Context: an optimization exercise on an open-source flow, tuned for small area and a short achievable clock period. The choices shown serve that exercise and are no tape-out recipe. Where RTL was checked, it was by simulation tests only, not by an equivalence proof against the original.

Setup of v6:
Design yaw_tracker_top, start of the top module:
module yaw_tracker_top (
    input  logic                clk,
    input  logic                rst_n,
    input  logic                sample_valid,
    input  logic                calibrate,
    input  imu_pkg::rate_t      rate_a,
    input  imu_pkg::rate_t      rate_b,
    output angle_pkg::angle_t   yaw_a,
    output angle_pkg::angle_t   yaw_b,
    output angle_pkg::angle_t   rel_yaw,
    output angle_pkg::heading_t heading,
    output logic                out_valid
);
    localparam int LO_W = angle_pkg::LO_W;
    localparam int M_W  = angle_pkg::M_W;
    logic        v0, v1, v2;
    logic        c0;
    logic [15:0] ra0, rb0;
    logic [LO_W-1:0] lo_a, lo_b;
    logic [M_W-1:0]  mb_a, mb_b;
    logic            c_a, ovp_a, ovn_a, c_b, ovp_b, ovn_b;
    logic [M_W-1:0]  m_a, m_b;
    logic [LO_W-1:0] ya_lo_1, yb_lo_1;
    logic [M_W-1:0]  ya_m_1, yb_m_1;
    logic [LO_W-1:0] dl;
    logic            l_borrow;
    logic            rel_sgn;
    logic [6:0]      t_1;
    logic [5:0]      rel_hi;
    logic [LO_W-1:0] ya_lo_q, yb_lo_q, rel_lo_q;
    logic [M_W-1:0]  ya_m_q, yb_m_q;
    logic [5:0]      rel_hi_q;
    logic            rel_sgn_q;
    always_ff @(posedge clk or negedge rst_n) begin
        if (!rst_n) begin
            v0 <= 1'b0;
            v1 <= 1'b0;
            v2 <= 1'b0;
            c0 <= 1'b0;
        end else begin
            v0 <= sample_valid;
            v1 <= v0;
            v2 <= v1;
            c0 <= sample_valid && calibrate;
        end
    end
    always_ff @(posedge clk or negedge rst_n) begin
        if (!rst_n) begin
  ...
Size in the first run: roughly 1300 cells after synthesis, ~190 flip-flops, about 140 I/O pins, roughly 12000 um^2 of cells after synthesis.
clock: 10.0 ns
lec_check: 0
cap_margin: 20
core_margin: 2
core_utilization: 40
slew_margin: 20
standard.sh (not shown) runs the stock make flow with config.mk's settings and CLKGATE_MAP_FILE= SYNTH_SCRIPT=/design/flow/synth_recipe.tcl, a recipe that flattens the netlist after the stock synthesis.
==> flow/flow/run.sh <==
#!/bin/bash
set -euo pipefail
MARGIN=$(cat flow/margin.txt)
bash standard.sh ADDER_MAP_FILE= synth > synth.log 2>&1
bash standard.sh SETUP_SLACK_MARGIN=$MARGIN floorplan > floorplan.log 2>&1
bash standard.sh SETUP_SLACK_MARGIN=$MARGIN "BUFFER_PORTS_ARGS=-buffer_cell sky130_fd_sc_hd__buf_1" place > place.log 2>&1
bash standard.sh SETUP_SLACK_MARGIN=$MARGIN cts > cts.log 2>&1
bash standard.sh SETUP_SLACK_MARGIN=$MARGIN route > route.log 2>&1
bash standard.sh SETUP_SLACK_MARGIN=$MARGIN finish > finish.log 2>&1
==> flow/flow/margin.txt <==
6.8
v6 went all the way through the flow, and no timing, DRC or antenna check failed.
Relative to v6, the following input files were edited for v7:
==> flow/flow/margin.txt <==
7.3
[summary]
- Timing, DRC, antenna: 0 failures across v6 and v7
- Between v6 and v7, register share of the cell area decreased.
- [compare] base=v6 new=v7: clock period minus worst slack saw a decrease; latest clock arrival within the worst-skew pair saw little to no change; global-route usage saw an increase; via count saw an increase; worst hold margin saw an increase.

---

## build 97
Another version of the RTL of yaw_tracker_top (not shown whole).
Size in the first run: ~180 flip-flops, ~140 I/O pins, roughly 0.010 sq mm of cells after synthesis.
Settings: LEC_CHECK=0, ABC_AREA=1, CAP_MARGIN=20, CORE_MARGIN=2, CORE_UTILIZATION=40, CTS_BUF_LIST=sky130_fd_sc_hd__clkbuf_8, SLEW_MARGIN=20; clock period 10.0 ns.
==> flow/flow/run.sh <==
#!/bin/bash
# Standard ORFS layout with these changes, all in how the layout is made:
#  - synthesis skips the full/half-adder extraction (ADDER_MAP_FILE empty) and
#    maps the logic with ABC's standard-cell mapper under a delay target
#    (flow/abc_map.script). Everything else in synthesis is synth_recipe.tcl and
#    ORFS's synth.tcl unchanged, so the flip-flops and their names are the
#    standard synthesis's;
#  - every port still gets a buffer, but a plain buf_1 rather than a delay cell;
set -euo pipefail
W=$(pwd)
MARGIN=$(cat flow/margin.txt)
sed "s|log_cmd abc {\*}\$abc_args|log_cmd abc -script $W/flow/abc_map.script {*}[lrange \$abc_args 2 end]|" \
    "$FLOW_HOME/scripts/synth.tcl" > "$W/synth_body.tcl"
grep -q "abc_map.script" "$W/synth_body.tcl"
{ head -n 1 synth_recipe.tcl; echo "source $W/synth_body.tcl"; tail -n +3 synth_recipe.tcl; } > "$W/synth_own.tcl"
bash standard.sh ADDER_MAP_FILE= SYNTH_SCRIPT="$W/synth_own.tcl" synth > synth.log 2>&1
bash standard.sh SETUP_SLACK_MARGIN=$MARGIN floorplan > floorplan.log 2>&1
bash standard.sh SETUP_SLACK_MARGIN=$MARGIN "BUFFER_PORTS_ARGS=-buffer_cell sky130_fd_sc_hd__buf_1" place > place.log 2>&1
bash standard.sh SETUP_SLACK_MARGIN=$MARGIN cts > cts.log 2>&1
bash standard.sh SETUP_SLACK_MARGIN=$MARGIN route > route.log 2>&1
bash standard.sh SETUP_SLACK_MARGIN=$MARGIN finish > finish.log 2>&1
==> flow/flow/abc_map.script <==
strash
dch
map -D 2000
topo
stime -c
buffer -c
upsize -c
dnsize -c
==> flow/flow/margin.txt <==
7.0
[inputs] build 21 vs build 97
- putting PLACE_DENSITY at 0.75 where nothing was set
- swapping 40 for 65 in CORE_UTILIZATION
==> flow/flow/run.sh <==
#!/bin/bash
set -euo pipefail
MARGIN=$(cat flow/margin.txt)
bash standard.sh ADDER_MAP_FILE= synth > synth.log 2>&1
bash standard.sh SETUP_SLACK_MARGIN=$MARGIN floorplan > floorplan.log 2>&1
bash standard.sh SETUP_SLACK_MARGIN=$MARGIN "BUFFER_PORTS_ARGS=-buffer_cell sky130_fd_sc_hd__buf_1" place > place.log 2>&1
bash standard.sh SETUP_SLACK_MARGIN=$MARGIN cts > cts.log 2>&1
bash standard.sh SETUP_SLACK_MARGIN=$MARGIN route > route.log 2>&1
bash standard.sh SETUP_SLACK_MARGIN=$MARGIN finish > finish.log 2>&1
==> flow/flow/margin.txt <==
6.8
removed: flow/flow/abc_map.script
### Flow results
Taking build 97 as the reference, in build 21 count of clock-buffer cells in the layout saw an increase, core box area saw a decrease, post-detailed-placement cell area saw an increase, number of cells on the worst reg-to-reg path saw an increase. | number of instances in the placed design | build 21 vs build 97 | 7.1% higher |. From build 97 to build 21 the numbers moved as follows: synthesized area up 3.5%; number of buffers inserted by post-CTS setup repair now sits lower. Compared with build 97, build 21 shows buffer count excluding the clock tree in the final layout that has gone down by more than a quarter.
Relative to build 21, the following input files were edited for build 7:
- a change of CORE_UTILIZATION from 65 to 40
- a deleted PLACE_DENSITY that had been 0.75
==> flow/flow/margin.txt <==
7.0
Results
- NOTE: number of detailed-route iterations in the first pass in build 7 falls short of that of build 21
- Compared with build 21, in build 7 cell count after placement went up by 6.7%; net total in the final layout roughly the same; highest attainable clock frequency saw little to no change; share of final layout cell area taken by non-clock buffers went up by 0.72 points.
- In the tables for build 7 and build 21, clock skew reads lower with build 7.
- Of build 7 and build 21, build 7 shows the lower total vias in the final route, with build 21 above it.
- Build 7 did not stop at any stage, and its layout met the timing, design-rule and antenna checks.
- Re count of non-CTS inverters in the layout: no difference whatsoever between build 21 and build 7.
Relative to build 7, the following input files were edited for build 3:
- PLACE_DENSITY now 0.85, previously not set
- CORE_UTILIZATION now 75, was 40
==> flow/flow/margin.txt <==
6.8
==> comparison <==
Compared with build 7, build 3 shows detail-routed net length per standard cell that has gone up by a few percent. | post-route fraction of the period consumed by the critical path | build 3 vs build 7 | 0.23 points higher |. Build 7 and build 3 ended up with nearly the same final layout net count. Between build 7 and build 3, the flow reports detailed-placement wirelength estimate decreasing by a few percent. Global-route wire length before repair, build 7 and build 3: higher on build 7. Compared to build 7, build 3 has design area 440 sq um lower. Result for build 7 and build 3: all clean.

---

## xenon
Another version of the RTL of yaw_tracker_top (not shown whole).
Size: ~1,500 cells after synthesis, ~140 I/O pins.
export LEC_CHECK = 0
export ABC_AREA = 1
export CAP_MARGIN = 20
export CORE_MARGIN = 2
export CORE_UTILIZATION = 65
export CTS_BUF_LIST = sky130_fd_sc_hd__clkbuf_4 sky130_fd_sc_hd__clkbuf_8
export CTS_CLUSTER_DIAMETER = 60
export PLACE_DENSITY = 0.75
export SLEW_MARGIN = 20
create_clock -name core_clock -period 10.0 [get_ports {clk}]
==> flow/flow/run.sh <==
#!/bin/bash
set -euo pipefail
MARGIN=$(cat flow/margin.txt)
bash standard.sh ADDER_MAP_FILE= synth > synth.log 2>&1
bash standard.sh SETUP_SLACK_MARGIN=$MARGIN floorplan > floorplan.log 2>&1
bash standard.sh SETUP_SLACK_MARGIN=$MARGIN "BUFFER_PORTS_ARGS=-buffer_cell sky130_fd_sc_hd__buf_1" place > place.log 2>&1
bash standard.sh SETUP_SLACK_MARGIN=$MARGIN cts > cts.log 2>&1
bash standard.sh SETUP_SLACK_MARGIN=$MARGIN route > route.log 2>&1
bash standard.sh SETUP_SLACK_MARGIN=$MARGIN finish > finish.log 2>&1
==> flow/flow/margin.txt <==
6.8
Edits applied to the flow inputs when going from xenon to amber:
--- a/flow/flow/run.sh
+++ b/flow/flow/run.sh
@@ -5,5 +5,5 @@
 bash standard.sh SETUP_SLACK_MARGIN=$MARGIN floorplan > floorplan.log 2>&1
 bash standard.sh SETUP_SLACK_MARGIN=$MARGIN "BUFFER_PORTS_ARGS=-buffer_cell sky130_fd_sc_hd__buf_1" place > place.log 2>&1
-bash standard.sh SETUP_SLACK_MARGIN=$MARGIN cts > cts.log 2>&1
+bash standard.sh SETUP_SLACK_MARGIN=$MARGIN "CTS_ARGS=$(cat flow/cts_args.txt)" cts > cts.log 2>&1
 bash standard.sh SETUP_SLACK_MARGIN=$MARGIN route > route.log 2>&1
 bash standard.sh SETUP_SLACK_MARGIN=$MARGIN finish > finish.log 2>&1
==> flow/flow/cts_args.txt (new file) <==
-sink_clustering_enable -repair_clock_nets -buf_list sky130_fd_sc_hd__clkbuf_8 -dont_use_dummy_load
--- a/flow/config.mk
+++ b/flow/config.mk
@@ -10,6 +10,5 @@
 export CORE_MARGIN = 2
 export CORE_UTILIZATION = 65
-export CTS_BUF_LIST = sky130_fd_sc_hd__clkbuf_4 sky130_fd_sc_hd__clkbuf_8
-export CTS_CLUSTER_DIAMETER = 60
+export CTS_BUF_LIST = sky130_fd_sc_hd__clkbuf_8
 export PLACE_DENSITY = 0.75
 export SLEW_MARGIN = 20
## What came out
- The clock slew seen by the registers of the worst setup and hold paths on xenon is in line with that on amber.
- Density: amber sparser than xenon
- Reported for amber and xenon, width of the die turned out identical to the last digit.
- Global-route met2 utilization: amber vs xenon down 0.58 points
- Any difference in wire length between xenon and amber is small enough to ignore.
- | smallest setup slack after layout | amber vs xenon | worse |
- When the final numbers for amber and xenon were put side by side, the detailed-routing wirelength on met1 turned out to be smaller in xenon.
- Wire length of the first global-routing pass: amber vs xenon — no meaningful difference
- xenon has higher clock buffer count in the final layout than amber.
- amber — via count 0.70% lower, xenon as reference
### amber -> violet
==> flow/flow/run.sh <==
#!/bin/bash
set -euo pipefail
MARGIN=$(cat flow/margin.txt)
bash standard.sh ADDER_MAP_FILE= synth > synth.log 2>&1
bash standard.sh SETUP_SLACK_MARGIN=$MARGIN floorplan > floorplan.log 2>&1
bash standard.sh SETUP_SLACK_MARGIN=$MARGIN "BUFFER_PORTS_ARGS=-buffer_cell sky130_fd_sc_hd__buf_1" place > place.log 2>&1
bash standard.sh SETUP_SLACK_MARGIN=$MARGIN cts > cts.log 2>&1
bash standard.sh SETUP_SLACK_MARGIN=$MARGIN route > route.log 2>&1
bash standard.sh SETUP_SLACK_MARGIN=$MARGIN finish > finish.log 2>&1
removed: flow/flow/cts_args.txt
The cell count number comes out higher for violet vs amber. amber and violet ended up with roughly the same achievable frequency. Diff violet..amber | layout sequential cell count | unchanged. Diff violet..amber | area after synthesis | unchanged. violet against amber: remaining number of nets flagged by the antenna check after routing level; number of non-clock buffers in the layout moved down; final worst setup slack moved up.

---

Setup of run F:
yaw_tracker_top, a different RTL version from the one above (not shown whole).
For scale: ~140 I/O pins.
==> flow/config.mk <==
export PLATFORM = sky130hd
export DESIGN_NAME = yaw_tracker_top
export DESIGN_NICKNAME = yaw_tracker_top
export VERILOG_FILES = /design/flow/design.v
export SDC_FILE = /design/flow/constraint.sdc
export NUM_CORES = 4
export LEC_CHECK = 0
export CAP_MARGIN = 20
export CORE_MARGIN = 2
export CORE_UTILIZATION = 55
export SLEW_MARGIN = 20
==> flow/constraint.sdc <==
create_clock -name core_clock -period 10.0 [get_ports {clk}]
set_input_delay 2.0000 -clock core_clock [delete_from_list [all_inputs] [get_ports {clk}]]
set_output_delay 2.0000 -clock core_clock [all_outputs]
set_load 0.01 [all_outputs]
==> flow/flow/run.sh <==
#!/bin/bash
set -euo pipefail
MARGIN=$(cat flow/margin.txt)
bash standard.sh ADDER_MAP_FILE= synth > synth.log 2>&1
bash standard.sh SETUP_SLACK_MARGIN=$MARGIN floorplan > floorplan.log 2>&1
bash standard.sh SETUP_SLACK_MARGIN=$MARGIN "BUFFER_PORTS_ARGS=-buffer_cell sky130_fd_sc_hd__buf_1" place > place.log 2>&1
bash standard.sh SETUP_SLACK_MARGIN=$MARGIN cts > cts.log 2>&1
bash standard.sh SETUP_SLACK_MARGIN=$MARGIN route > route.log 2>&1
bash standard.sh SETUP_SLACK_MARGIN=$MARGIN finish > finish.log 2>&1
==> flow/flow/margin.txt <==
7.0
Run F finished all stages; the layout is clean.
Here is what was changed in the inputs of run A compared with run F.
Settings: CORE_UTILIZATION changed from 55 to 40.
==> notes.md <==
From run A to run F, number of stages on the worst setup path did not move at all.
Run A has less setup slack than run F.
Wire length, run A and run F: smaller value in run F
Run A vs run F — fraction of area in multi-input gates dropped 0.67 points.
Run A vs run F, global-route usage went down by 5.6 points.
Worst-case clock skew delta (run A -> run F): insignificant
Area growth from synthesis to final layout in run A is 0.81 points above run F.
No run of this note included a check of the RTL's function; only the layout flow was run.

---

The RTL this note starts from:
==> flow/design.v <==
`default_nettype none
package angle_pkg;
    typedef logic signed [32-1:0] angle_t;
    typedef logic [9-1:0] heading_t;
    localparam int LO_W = 10;
    localparam int Q_W  = 14;
    localparam int M_W  = 6;
    localparam int TURN = 45;
endpackage
`default_nettype wire
`default_nettype none
package imu_pkg;
    typedef logic signed [16-1:0] rate_t;
endpackage
`default_nettype wire
`timescale 1ns/1ps
`default_nettype none
module gyro_integrator (
    input  logic                       clk,
    input  logic                       rst_n,
    input  logic                       clear,
    input  logic [15:0]                rate,
    output logic [angle_pkg::LO_W-1:0] lo,
    output logic [angle_pkg::M_W-1:0]  mb,
    output logic                       c,
    output logic                       ovp,
    output logic                       ovn
);
    logic [15:0] r;
    logic [13:0] q;
    logic [15:0] low_n;
    logic        c16;
    logic [7:0]  hi_p1, hi_m1, hi_n;
    logic        c_n, ovp_n, ovn_n;
    logic [7:0]  ps;
    logic [7:0]  a;
    logic [5:0]  mb_n;
    assign r = rate;
    kadd #(.W(16)) add_low_i (
        .a    ({q[5:0], lo}),
        .b    (r),
        .cin  (1'b0),
        .s    (low_n),
        .cout (c16)
    );
    assign c_n = low_n[10] ^ q[0] ^ r[10];
    kadd #(.W(8)) inc_i (.a(q[13:6]), .b(8'h00), .cin(1'b1), .s(hi_p1), .cout());
    kadd #(.W(8)) dec_i (.a(q[13:6]), .b(8'hff), .cin(1'b0), .s(hi_m1), .cout());
    always_comb begin
        case ({r[15], c16})
            2'b01:   hi_n = hi_p1;
            2'b10:   hi_n = hi_m1;
            default: hi_n = q[13:6];
        endcase
    end
    assign ovp_n = (q[13:6] == 8'h7f) & ~r[15] &  c16;
    assign ovn_n = (q[13:6] == 8'h80) &  r[15] & ~c16;
    assign ps = {{5{ovp}}, ovp | ovn, 1'b0, c} + {{2{r[15]}}, r[15:10]};
    assign a  = {2'b00, mb} + ps;
    fold45 fold_i (.x(a), .m(mb_n));
    always_ff @(posedge clk or negedge rst_n) begin
        if (!rst_n) begin
            lo  <= '0;
            q   <= '0;
            mb  <= '0;
            c   <= 1'b0;
            ovp <= 1'b0;
            ovn <= 1'b0;
        end else if (clear) begin
            lo  <= '0;
            q   <= '0;
            mb  <= '0;
            c   <= 1'b0;
            ovp <= 1'b0;
            ovn <= 1'b0;
        end else begin
            lo  <= low_n[9:0];
            q   <= {hi_n, low_n[15:10]};
            mb  <= mb_n;
            c   <= c_n;
            ovp <= ovp_n;
            ovn <= ovn_n;
        end
    end
endmodule
`default_nettype wire
`timescale 1ns/1ps
`default_nettype none
module fold45 (
    input  logic [7:0] x,
    output logic [5:0] m
);
    logic [7:0] y;
    always_comb begin
        if (x[7])
            y = x + 8'd45;
        else if (x >= 8'd45)
            y = x - 8'd45;
        else
            y = x;
        m = y[5:0];
    end
endmodule
`default_nettype wire
module kadd #(
    parameter int W = 16
) (
    input  logic [W-1:0] a,
    input  logic [W-1:0] b,
    input  logic         cin,
    output logic [W-1:0] s,
    output logic         cout
);
    localparam int L = (W > 16) ? 5 : (W > 8) ? 4 : (W > 4) ? 3 : (W > 2) ? 2 : 1;
    logic [W-1:0] p0;
    logic [W-1:0] gl [0:L];
    logic [W-1:0] pl [0:L];
    assign p0 = a ^ b;
    always_comb begin
        gl[0] = a & b;
        pl[0] = p0;
        gl[0][0] = (a[0] & b[0]) | (p0[0] & cin);
        for (int l = 0; l < L; l++) begin
            for (int i = 0; i < W; i++) begin
                if ((i >> l) & 1) begin
                    gl[l+1][i] = gl[l][i] | (pl[l][i] & gl[l][((i >> l) << l) - 1]);
                    pl[l+1][i] = pl[l][i] & pl[l][((i >> l) << l) - 1];
                end else begin
                    gl[l+1][i] = gl[l][i];
                    pl[l+1][i] = pl[l][i];
                end
            end
        end
    end
    assign s    = p0 ^ {gl[L][W-2:0], cin};
    assign cout = gl[L][W-1];
endmodule
`timescale 1ns/1ps
`default_nettype none
module relative_yaw (
    input  logic [angle_pkg::M_W-1:0]  m_a,
    input  logic [angle_pkg::M_W-1:0]  m_b,
    input  logic                       borrow,
    input  logic                       l9,
    output logic [5:0]                 rel_hi
);
    logic signed [6:0] x0, x1;
    logic [5:0]        r0_lo, r0_hi, r1_lo, r1_hi;
    assign x0 = {1'b0, m_a} - {1'b0, m_b};
    assign x1 = {1'b0, m_a} - {1'b0, m_b} - 7'd1;
    fold_rel fr0 (.t(x0), .r_l0(r0_lo), .r_l1(r0_hi));
    fold_rel fr1 (.t(x1), .r_l0(r1_lo), .r_l1(r1_hi));
    always_comb begin
        case ({borrow, l9})
            2'b00:   rel_hi = r0_lo;
            2'b01:   rel_hi = r0_hi;
            2'b10:   rel_hi = r1_lo;
            default: rel_hi = r1_hi;
        endcase
    end
endmodule
module fold_rel (
    input  logic signed [6:0] t,
    output logic [5:0]        r_l0,
    output logic [5:0]        r_l1
);
    logic signed [6:0] tm, tp;
    assign tm = t - 7'sd45;
    assign tp = t + 7'sd45;
    always_comb begin
        if (t >= 7'sd23)
            r_l0 = tm[5:0];
        else if (t <= -7'sd23)
            r_l0 = tp[5:0];
        else
            r_l0 = t[5:0];
        if (t >= 7'sd22)
            r_l1 = tm[5:0];
        else if (t <= -7'sd24)
            r_l1 = tp[5:0];
        else
            r_l1 = t[5:0];
    end
endmodule
`default_nettype wire
`timescale 1ns/1ps
`default_nettype none
module yaw_tracker_top (
    input  logic                clk,
    input  logic                rst_n,
    input  logic                sample_valid,
    input  logic                calibrate,
    input  imu_pkg::rate_t      rate_a,
    input  imu_pkg::rate_t      rate_b,
    output angle_pkg::angle_t   yaw_a,
    output angle_pkg::angle_t   yaw_b,
    output angle_pkg::angle_t   rel_yaw,
    output angle_pkg::heading_t heading,
    output logic                out_valid
);
    localparam int LO_W = angle_pkg::LO_W;
    localparam int M_W  = angle_pkg::M_W;
    logic        v0, v1, v2;
    logic        c0;
    logic [15:0] ra0, rb0;
    logic [LO_W-1:0] lo_a, lo_b;
    logic [M_W-1:0]  mb_a, mb_b;
    logic            c_a, ovp_a, ovn_a, c_b, ovp_b, ovn_b;
    logic [M_W-1:0]  m_a, m_b;
    logic [LO_W-1:0] ya_lo_1, yb_lo_1;
    logic [M_W-1:0]  ya_m_1, yb_m_1;
    logic [LO_W-1:0] dl;
    logic            borrow;
    logic [5:0]      rel_hi;
    logic [LO_W-1:0] ya_lo_q, yb_lo_q, rel_lo_q;
    logic [M_W-1:0]  ya_m_q, yb_m_q;
    logic [5:0]      rel_hi_q;
    always_ff @(posedge clk or negedge rst_n) begin
        if (!rst_n) begin
            v0 <= 1'b0;
            v1 <= 1'b0;
            v2 <= 1'b0;
            c0 <= 1'b0;
        end else begin
            v0 <= sample_valid;
            v1 <= v0;
            v2 <= v1;
            c0 <= sample_valid && calibrate;
        end
    end
    always_ff @(posedge clk or negedge rst_n) begin
        if (!rst_n) begin
            ra0 <= '0;
            rb0 <= '0;
        end else begin
            ra0 <= sample_valid ? rate_a : 16'd0;
            rb0 <= sample_valid ? rate_b : 16'd0;
        end
    end
    gyro_integrator gyro_integrator_a_i (
        .clk   (clk),
        .rst_n (rst_n),
        .clear (c0),
        .rate  (ra0),
        .lo    (lo_a),
        .mb    (mb_a),
        .c     (c_a),
        .ovp   (ovp_a),
        .ovn   (ovn_a)
    );
    gyro_integrator gyro_integrator_b_i (
        .clk   (clk),
        .rst_n (rst_n),
        .clear (c0),
        .rate  (rb0),
        .lo    (lo_b),
        .mb    (mb_b),
        .c     (c_b),
        .ovp   (ovp_b),
        .ovn   (ovn_b)
    );
    logic [7:0] ma_raw, mb_raw;
    assign ma_raw = {2'b00, mb_a} + {{5{ovp_a}}, ovp_a | ovn_a, 1'b0, c_a};
    assign mb_raw = {2'b00, mb_b} + {{5{ovp_b}}, ovp_b | ovn_b, 1'b0, c_b};
    fold45 fold_a_i (.x(ma_raw), .m(m_a));
    fold45 fold_b_i (.x(mb_raw), .m(m_b));
    always_ff @(posedge clk or negedge rst_n) begin
        if (!rst_n) begin
            ya_lo_1  <= '0;
            yb_lo_1  <= '0;
            ya_m_1   <= '0;
            yb_m_1   <= '0;
        end else begin
            ya_lo_1  <= lo_a;
            yb_lo_1  <= lo_b;
            ya_m_1   <= m_a;
            yb_m_1   <= m_b;
        end
    end
    assign {borrow, dl} = {1'b0, ya_lo_1} - {1'b0, yb_lo_1};
    relative_yaw relative_yaw_i (
        .m_a    (ya_m_1),
        .m_b    (yb_m_1),
        .borrow (borrow),
        .l9     (dl[9]),
        .rel_hi (rel_hi)
    );
    always_ff @(posedge clk or negedge rst_n) begin
        if (!rst_n) begin
            ya_lo_q   <= '0;
            yb_lo_q   <= '0;
            ya_m_q    <= '0;
            yb_m_q    <= '0;
            rel_lo_q  <= '0;
            rel_hi_q  <= '0;
            out_valid <= 1'b0;
        end else begin
            ya_lo_q   <= ya_lo_1;
            yb_lo_q   <= yb_lo_1;
            ya_m_q    <= ya_m_1;
            yb_m_q    <= yb_m_1;
            rel_lo_q  <= dl;
            rel_hi_q  <= rel_hi;
            out_valid <= v2;
        end
    end
    assign yaw_a   = {8'd0, ya_m_q, ya_lo_q, 8'd0};
    assign yaw_b   = {8'd0, yb_m_q, yb_lo_q, 8'd0};
    assign rel_yaw = {{9{rel_hi_q[5]}}, rel_hi_q[4:0], rel_lo_q, 8'd0};
    assign heading = {ya_m_q, ya_lo_q[9:7]};
endmodule
`default_nettype wire
clock: 10.0 ns
lec_check: 0
cap_margin: 20
core_margin: 2
core_utilization: 40
slew_margin: 20
==> flow/flow/run.sh <==
#!/bin/bash
set -euo pipefail
MARGIN=$(cat flow/margin.txt)
bash standard.sh synth > synth.log 2>&1
bash standard.sh SETUP_SLACK_MARGIN=$MARGIN floorplan > floorplan.log 2>&1
bash standard.sh SETUP_SLACK_MARGIN=$MARGIN place > place.log 2>&1
bash standard.sh SETUP_SLACK_MARGIN=$MARGIN cts > cts.log 2>&1
bash standard.sh SETUP_SLACK_MARGIN=$MARGIN route > route.log 2>&1
bash standard.sh SETUP_SLACK_MARGIN=$MARGIN finish > finish.log 2>&1
Scripts as last shown in full above: flow/flow/margin.txt
The starting point completed without violations.
Edit:
==> flow/run.sh (new file) <==
#!/bin/bash
# synth_recipe.tcl (not shown) runs the flow's synth.tcl, then flattens the netlist and writes it again
# the make line also repeats each setting of config.mk as NAME=value (left out here)
make -C /OpenROAD-flow-scripts/flow DESIGN_CONFIG=/design/flow/config.mk WORK_HOME=/design/flow/orfs CLKGATE_MAP_FILE= SYNTH_SCRIPT=/design/flow/synth_recipe.tcl finish
removed: flow/flow/run.sh
removed: flow/flow/margin.txt
removed: flow/standard.sh
After rerunning: The changed run went through all stages and came out clean; core utilization drops by 6.2 points; critical path depth drops by 1; final cell count drops by 6.4%; die area stays the same; design area drops by 12%; via count drops by 9.6%; setup slack loses 1300 ps; first-iteration DRC count drops by 23%.

port drivers added, routing unchanged:
The results above use ideal ports. As a check the final layouts listed here were re-extracted and re-timed, cells and wires unchanged. Step 1, drivers: a clkbuf_16 drives clk and a buf_2 each remaining input, both assumed. Step 2, shift: input delay + t, output delay - t, t = (earliest + latest rising clock arrival at the registers) / 2. This alone moves slack from input paths to output paths. Slacks: no drivers / after step 1 / after step 2; pairs: no drivers / after step 1.
run | shift t [ns] | setup WS [ns] | worst data-port slew with drivers (ns)
v6 | 0.483 | 6.917 / 6.917 / 6.684 | 0.04
v7 | 0.488 | 6.991 / 6.945 / 6.992 | 0.04
build 97 | 0.518 | 6.848 / 6.848 / 6.795 | 0.06
build 21 | 0.491 | 6.982 / 6.942 / 6.754 | 0.05
build 7 | 0.504 | 6.979 / 6.938 / 6.811 | 0.05
build 3 | 0.514 | 6.956 / 6.916 / 6.973 | 0.04
xenon | 0.499 | 7.013 / 6.972 / 6.621 | 0.05
amber | 0.495 | 7.008 / 6.967 / 6.615 | 0.05
violet | 0.502 | 7.011 / 6.971 / 6.626 | 0.05
run F | 0.483 | 6.872 / 6.823 / 6.807 | 0.04
run A | 0.494 | 6.862 / 6.812 / 6.875 | 0.03
the first run of note 5 | 0.472 | 6.560 / 6.560 / 6.560 | 0.06
the second run of note 5 | 0.490 | 5.278 / 5.278 / 5.278 | 0.04
After both steps setup and hold are still met in every run listed. The setup slack of amber, which loses most, moves by -0.041 ns with the drivers and by -0.393 ns with both steps. The worst setup slack also covers recovery checks on asynchronous resets.
